From an optimization exercise on the open Yosys and OpenROAD flow, aimed at small area, a short achievable clock period and few clock cycles per item; shortcuts taken in it are not production practice.
At most, simulation tests tie the RTL to the original design; equivalence was not proved.
No activity file was given, so power comes from the tool's default toggle rates.

Design ordered_unique_list_table, start of the top module:
module ordered_unique_list_table #(
  parameter int CAPACITY = 16
) (
  input  logic        clk,
  input  logic        rst_n,
  input  logic        in_tvalid,
  output logic        in_tready,
  input  logic [39:0] in_tdata,    
  output logic        out_tvalid,
  input  logic        out_tready,
  output logic [15:0] out_tdata    
);
  localparam int CW   = $clog2(CAPACITY + 1);
  localparam int PW   = oult_pkg::PosW + 1;
  localparam int OUTQ = 3;
  localparam int OW   = $clog2(OUTQ + 1);
  localparam int RW   = 4 + oult_pkg::CountW;    
  logic [CAPACITY-1:0] valid_r;
  logic [CW-1:0]       count_r;
  logic                vld2_r;
  logic                ins2_r;      
  logic                bad2_r;      
  logic [CAPACITY-1:0] hit2_r;      
  logic                okv2_r;      
  logic                remv2_r;     
  logic                pres2_r;     
  logic [CAPACITY-1:0] park2_r;     
  logic [CAPACITY-1:0] spare_r;
  logic                no_spare_r;   
  logic                parked2_r;    
  logic [OUTQ-1:0]     qv_r;
  logic [RW-1:0]       qd_r [OUTQ];
  logic [OW-1:0]       outst_r;     
  logic                rdy_r;
  ...
==> flow/config.mk <==
export PLATFORM = sky130hd
export DESIGN_NAME = ordered_unique_list_table
export DESIGN_NICKNAME = ordered_unique_list_table
export VERILOG_FILES = /design/flow/design.v
export SDC_FILE = /design/flow/constraint.sdc
export NUM_CORES = 4
export LEC_CHECK = 0
export CAP_MARGIN = 20
export CORE_MARGIN = 2
export CORE_UTILIZATION = 75
export CTS_CLUSTER_DIAMETER = 80
export CTS_CLUSTER_SIZE = 25
export SETUP_SLACK_MARGIN = 2.25
export SLEW_MARGIN = 20
==> flow/constraint.sdc <==
create_clock -name core_clock -period 4.5 [get_ports {clk}]
set_input_delay 0.9000 -clock core_clock [delete_from_list [all_inputs] [get_ports {clk}]]
set_output_delay 0.9000 -clock core_clock [all_outputs]
set_load 0.01 [all_outputs]
run.sh (not shown) runs the stock make flow with config.mk's settings and CLKGATE_MAP_FILE= SYNTH_SCRIPT=/design/flow/synth_recipe.tcl, a recipe that flattens the netlist after the stock synthesis.
The first run ran to the end with no violations.
Testbench counts at the start, summed over its fixed seeds: cycles 12,016, items 12,000.
==> next run, changes <==
CORE_UTILIZATION = 70   (was 75)
SETUP_SLACK_MARGIN = 2.32   (was 2.25)
Effect: The changed run completed with no timing, DRC or antenna violations. Synthesized cell count stays the same. Sequential share of layout area decreases by 0.52 points. Utilization is lower by 4.3 points. Area after synthesis stays the same. Non-clock buffer count goes up by 10. Routed wire length fell by about 6%. Count of clock-buffer cells in the layout stays the same. Cell count grows by 2.6%. Clock power stays flat. Flip-flop and latch count does not change. First-iteration DRC count decreases by 19%.
==> next run, changes <==
SETUP_SLACK_MARGIN = 2.2   (was 2.32)
SYNTH_HIERARCHICAL = 1   (was not set)
What happened: The new run passed the timing, DRC and antenna checks; cell area decreases slightly; power decreases slightly; synthesized area decreases slightly; first-iteration DRC count decreases by about a fifth; synthesized cell count decreases by a few percent; final cell count decreases slightly.
==> next run, changes <==
SYNTH_HIERARCHICAL = not set   (was 1)
Via count grows by a few percent.
Area after synthesis went up slightly.
Critical path depth falls by 1.
Final cell count hardly moves.
Clock power came out lower by a few percent.
Worst setup slack improved by 0.045 ns.
Sequential power stays flat.
Global-route usage increases by 4.5 points.
Cell area fell slightly.

========
ordered_unique_list_table, a different RTL version from the one above (not shown whole).
Size: about 1900 cells after synthesis, ~620 flip-flops, roughly 62 I/O pins.
export LEC_CHECK = 0
export CAP_MARGIN = 20
export CORE_MARGIN = 2
export CORE_UTILIZATION = 60
export CTS_CLUSTER_DIAMETER = 80
export CTS_CLUSTER_SIZE = 25
export SETUP_SLACK_MARGIN = 2.32
export SLEW_MARGIN = 20
create_clock -name core_clock -period 4.5 [get_ports {clk}]
The baseline finished with timing, DRC and antenna clean.
Testbench counts at the start, summed over its fixed seeds: cycles 12,016, items 12,000.
Rerun with:
CORE_UTILIZATION = 70   (was 60)
Clock power falls by 13%.
Register-to-register slack is about the same.
Core utilization is higher by 9.4 points.
Worst setup slack got worse by 0.017 ns.
Cell area is lower by 3.2%.
Wire length falls by 7.8%.
Sequential power barely changes.
Count of clock-buffer cells in the layout does not change.
Area after synthesis does not change.
Sequential cell count is unchanged.
First-iteration DRC count increases by 17%.
Rerun with:
CORE_UTILIZATION = 60   (was 70)
SETUP_SLACK_MARGIN = 2.2   (was 2.32)
Worst hold slack is worse by 0.0073 ns.
Routed wire length is about the same.
Register-to-register slack loses 0.09 ns.
Non-clock buffer count is higher by 16.
Design area came out lower slightly.
Core utilization is lower by 12 points.
Via count shrinks by a few percent.
Total power climbs by a few percent.
Global-route usage went down by 3.6 points.
Count of clock-buffer cells in the layout is lower by 3.
Synthesized area does not change.
Rerun with:
SETUP_SLACK_MARGIN = 2.42   (was 2.2)
Outcome:
- register-to-register slack got worse by 0.04 ns
- total power went up slightly
- cell area went up by a few percent
- routed wire length went up by a little under a tenth
- worst setup slack got worse by 0.050 ns
- count of clock-buffer cells in the layout went down by 7
- final cell count went up slightly
- sequential share of layout area went down by 1.8 points
- combinational power went up by a few percent
- utilization went up by 2.2 points
- first-iteration DRC count went up by a little under a tenth

========
Setup of fjord:
ordered_unique_list_table, a different RTL version from the one above (not shown whole).
For scale: ~1,900 cells after synthesis, roughly 620 flip-flops, ~62 I/O pins, roughly 27,000 um2 of cells after synthesis.
==> flow/config.mk <==
export PLATFORM = sky130hd
export DESIGN_NAME = ordered_unique_list_table
export DESIGN_NICKNAME = ordered_unique_list_table
export VERILOG_FILES = /design/flow/design.v
export SDC_FILE = /design/flow/constraint.sdc
export NUM_CORES = 4
export LEC_CHECK = 0
export CAP_MARGIN = 20
export CORE_MARGIN = 2
export CORE_UTILIZATION = 60
export SETUP_SLACK_MARGIN = 2.2
export SLEW_MARGIN = 20
==> flow/constraint.sdc <==
create_clock -name core_clock -period 4.5 [get_ports {clk}]
set_input_delay 0.9000 -clock core_clock [delete_from_list [all_inputs] [get_ports {clk}]]
set_output_delay 0.9000 -clock core_clock [all_outputs]
set_load 0.01 [all_outputs]
fjord reached the final stage; the timing, DRC and antenna checks on its layout passed.
Testbench counts of fjord, summed over its fixed seeds: cycles 12,016, items 12,000.
Modified inputs, sierra compared to fjord
# fjord
export LEC_CHECK = 0
export CAP_MARGIN = 20
export CORE_MARGIN = 2
export CORE_UTILIZATION = 60
export SETUP_SLACK_MARGIN = 2.2
export SLEW_MARGIN = 20
create_clock -name core_clock -period 4.5 [get_ports {clk}]
# sierra
export LEC_CHECK = 0
export CAP_MARGIN = 20
export CORE_MARGIN = 2
export CORE_UTILIZATION = 60
export CTS_CLUSTER_DIAMETER = 80
export CTS_CLUSTER_SIZE = 25
export SETUP_SLACK_MARGIN = 2.2
export SLEW_MARGIN = 20
create_clock -name core_clock -period 4.5 [get_ports {clk}]
Findings:
Multi-input gate area in the final layout: fjord and sierra compared, lower one is fjord. sierra finished every stage and its layout cleared the timing, DRC and antenna checks. Delta (sierra minus fjord): post-route standard cell area excluding fillers decreased by about 2.2% relative to the old numbers; post-detailed-route via-to-cell ratio increased by 0.74% relative to the old numbers; setup slack increased by 0.061 ns relative to the old numbers; setup TNS after final layout closely matched the old numbers; power share of the sequential group increased by 4.5 points relative to the old numbers.

========
== P ==
Another version of the RTL of ordered_unique_list_table (not shown whole).
Size: ~1600 cells after synthesis, about 62 I/O pins, about 25000 µm² of cells after synthesis.
clock: 4.5 ns
lec_check: 0
cap_margin: 20
core_margin: 2
core_utilization: 60
cts_cluster_diameter: 100
cts_cluster_size: 30
setup_slack_margin: 2.0
slew_margin: 20
Input changes introduced in Q (baseline for comparison: P):
Settings: removing CTS_CLUSTER_SIZE (formerly 30); changing CORE_UTILIZATION from 60 to 40; removing CTS_CLUSTER_DIAMETER (formerly 100).
Findings:
- Maximum frequency from static timing analysis: Q vs P down 0.63%
- Q ends up with a critical path buffer and inverter count that is 4 lower than in P.
- Compare P and Q | sequential share of layout area higher: P
- Of the two values seen for timing endpoint of the critical path, g_slot[7].u_cell.entry_r[9] was produced by P and ok2_r by Q.
- Critical path's largest stage delay essentially unchanged between P and Q.
- Q against P: power drawn by the clock network moved up; post-route clock period utilization went up.
No run of this note included a check of the RTL's function; only the layout flow was run.

========
Another version of the RTL of ordered_unique_list_table (not shown whole).
Size in the first run: about 1800 cells after synthesis, roughly 670 flip-flops, ~62 I/O pins, roughly 0.027 mm2 of cells after synthesis.
clock: 4.5 ns
lec_check: 0
abc_clock_period_in_ps: 2000
cap_margin: 20
core_margin: 2
core_utilization: 40
setup_slack_margin: 2.5
slew_margin: 20
Testbench counts at the start, summed over its fixed seeds: cycles 12,024, items 12,000.
==> next run, changes <==
--- a/flow/config.mk
+++ b/flow/config.mk
@@ -7,3 +7,3 @@
 export LEC_CHECK = 0
-export ABC_CLOCK_PERIOD_IN_PS = 2000
+export ABC_CLOCK_PERIOD_IN_PS = 3000
 export CAP_MARGIN = 20
@@ -11,3 +11,3 @@
 export CORE_UTILIZATION = 40
-export SETUP_SLACK_MARGIN = 2.5
+export SETUP_SLACK_MARGIN = 1.5
 export SLEW_MARGIN = 20
Outcome: Final cell count goes down by about 9%; via count goes down by about 11%; design area goes down by about 13%; total power goes down by about 0.8%; synthesized cell count stays the same; setup slack degrades by 0.45 ns; synthesized area does not change; routed wire length goes down by 13%; critical path depth goes down by 5.

========
ordered_unique_list_table, a different RTL version from the one above (not shown whole).
Size: ~620 flip-flops, roughly 27,000 um^2 of cells after synthesis.
Settings: LEC_CHECK=0, ABC_AREA=1, CAP_MARGIN=20, CORE_MARGIN=2, CORE_UTILIZATION=60, SETUP_SLACK_MARGIN=2.2, SLEW_MARGIN=20; clock period 4.5 ns.
The first run produced a clean layout.
Edit:
ABC_AREA = default   (was 1)
CORE_UTILIZATION = 70   (was 60)
CTS_CLUSTER_DIAMETER = 60   (was default)
CTS_CLUSTER_SIZE = 20   (was default)
SETUP_SLACK_MARGIN = 2.3   (was 2.2)
Effect: Global-route usage came out higher by 3.6 points; fmax came out lower by about 3.6%; design area came out lower by about 1.3%; routed wire length came out lower by 3.6%; synthesized area came out lower by about 3.7%; utilization came out higher by 15 points; die area came out lower by 17%; power came out lower by about 1.6%; clock skew hardly moves; first-iteration DRC count came out higher by 5.4%.
No run of this note included a check of the RTL's function; only the layout flow was run.

static timing again, ports no longer ideal:
The flow's constraints put no driver on any port. The routed layouts listed below were extracted and timed again, unchanged, in two steps.
Step 1 sets driving cells, clkbuf_16 on the clock port and buf_2 on the other inputs (assumed; they add their load-dependent delay and slew).
Step 2 times the ports against the registers' clock, not the clock port: input delays grow and output delays shrink by t, the midpoint of the rising clock arrivals with the driver on.
Slacks: no drivers / after step 1 / after step 2; pairs: no drivers / after step 1.
run | t, ns | slack for setup (ns) | clock arrival spread, ns | slew at the worst register clock pin (ns) | worst data-port slew with drivers (ns)
the first run of note 1 | 0.651 | 2.197 / 2.197 / 1.556 | 0.029 / 0.029 | 0.10 / 0.10 | 0.06
the second run of note 1 | 0.651 | 2.125 / 2.125 / 1.601 | 0.027 / 0.027 | 0.10 / 0.10 | 0.05
the third run of note 1 | 0.650 | 2.133 / 2.159 / 1.516 | 0.016 / 0.016 | 0.10 / 0.10 | 0.05
the fourth run of note 1 | 0.653 | 2.178 / 2.178 / 1.594 | 0.025 / 0.025 | 0.10 / 0.10 | 0.05
the first run of note 2 | 0.636 | 2.314 / 2.303 / 1.705 | 0.022 / 0.022 | 0.10 / 0.10 | 0.07
the second run of note 2 | 0.657 | 2.297 / 2.312 / 1.655 | 0.022 / 0.022 | 0.10 / 0.10 | 0.06
the third run of note 2 | 0.618 | 2.232 / 2.244 / 1.642 | 0.027 / 0.026 | 0.10 / 0.10 | 0.05
the fourth run of note 2 | 0.623 | 2.182 / 2.201 / 1.587 | 0.039 / 0.039 | 0.10 / 0.10 | 0.06
fjord | 0.690 | 2.174 / 2.174 / 1.572 | 0.022 / 0.022 | 0.07 / 0.07 | 0.05
sierra | 0.621 | 2.234 / 2.242 / 1.633 | 0.021 / 0.021 | 0.10 / 0.10 | 0.04
P | 0.633 | 1.831 / 1.831 / 1.617 | 0.043 / 0.043 | 0.12 / 0.12 | 0.03
Q | 0.637 | 1.814 / 1.814 / 1.566 | 0.031 / 0.031 | 0.06 / 0.06 | 0.04
the first run of note 5 | 0.671 | 2.002 / 2.002 / 1.960 | 0.029 / 0.029 | 0.07 / 0.07 | 0.04
the second run of note 5 | 0.674 | 1.557 / 1.557 / 1.416 | 0.034 / 0.034 | 0.06 / 0.06 | 0.05
the first run of note 6 | 0.680 | 2.211 / 2.212 / 1.570 | 0.024 / 0.024 | 0.07 / 0.07 | 0.04
the second run of note 6 | 0.609 | 2.127 / 2.127 / 1.745 | 0.022 / 0.022 | 0.09 / 0.09 | 0.04
After both steps setup and hold are still met in every run listed. For the second run of note 2, which loses most, drivers alone change the setup slack by +0.015 ns; drivers and shift together by -0.642 ns.
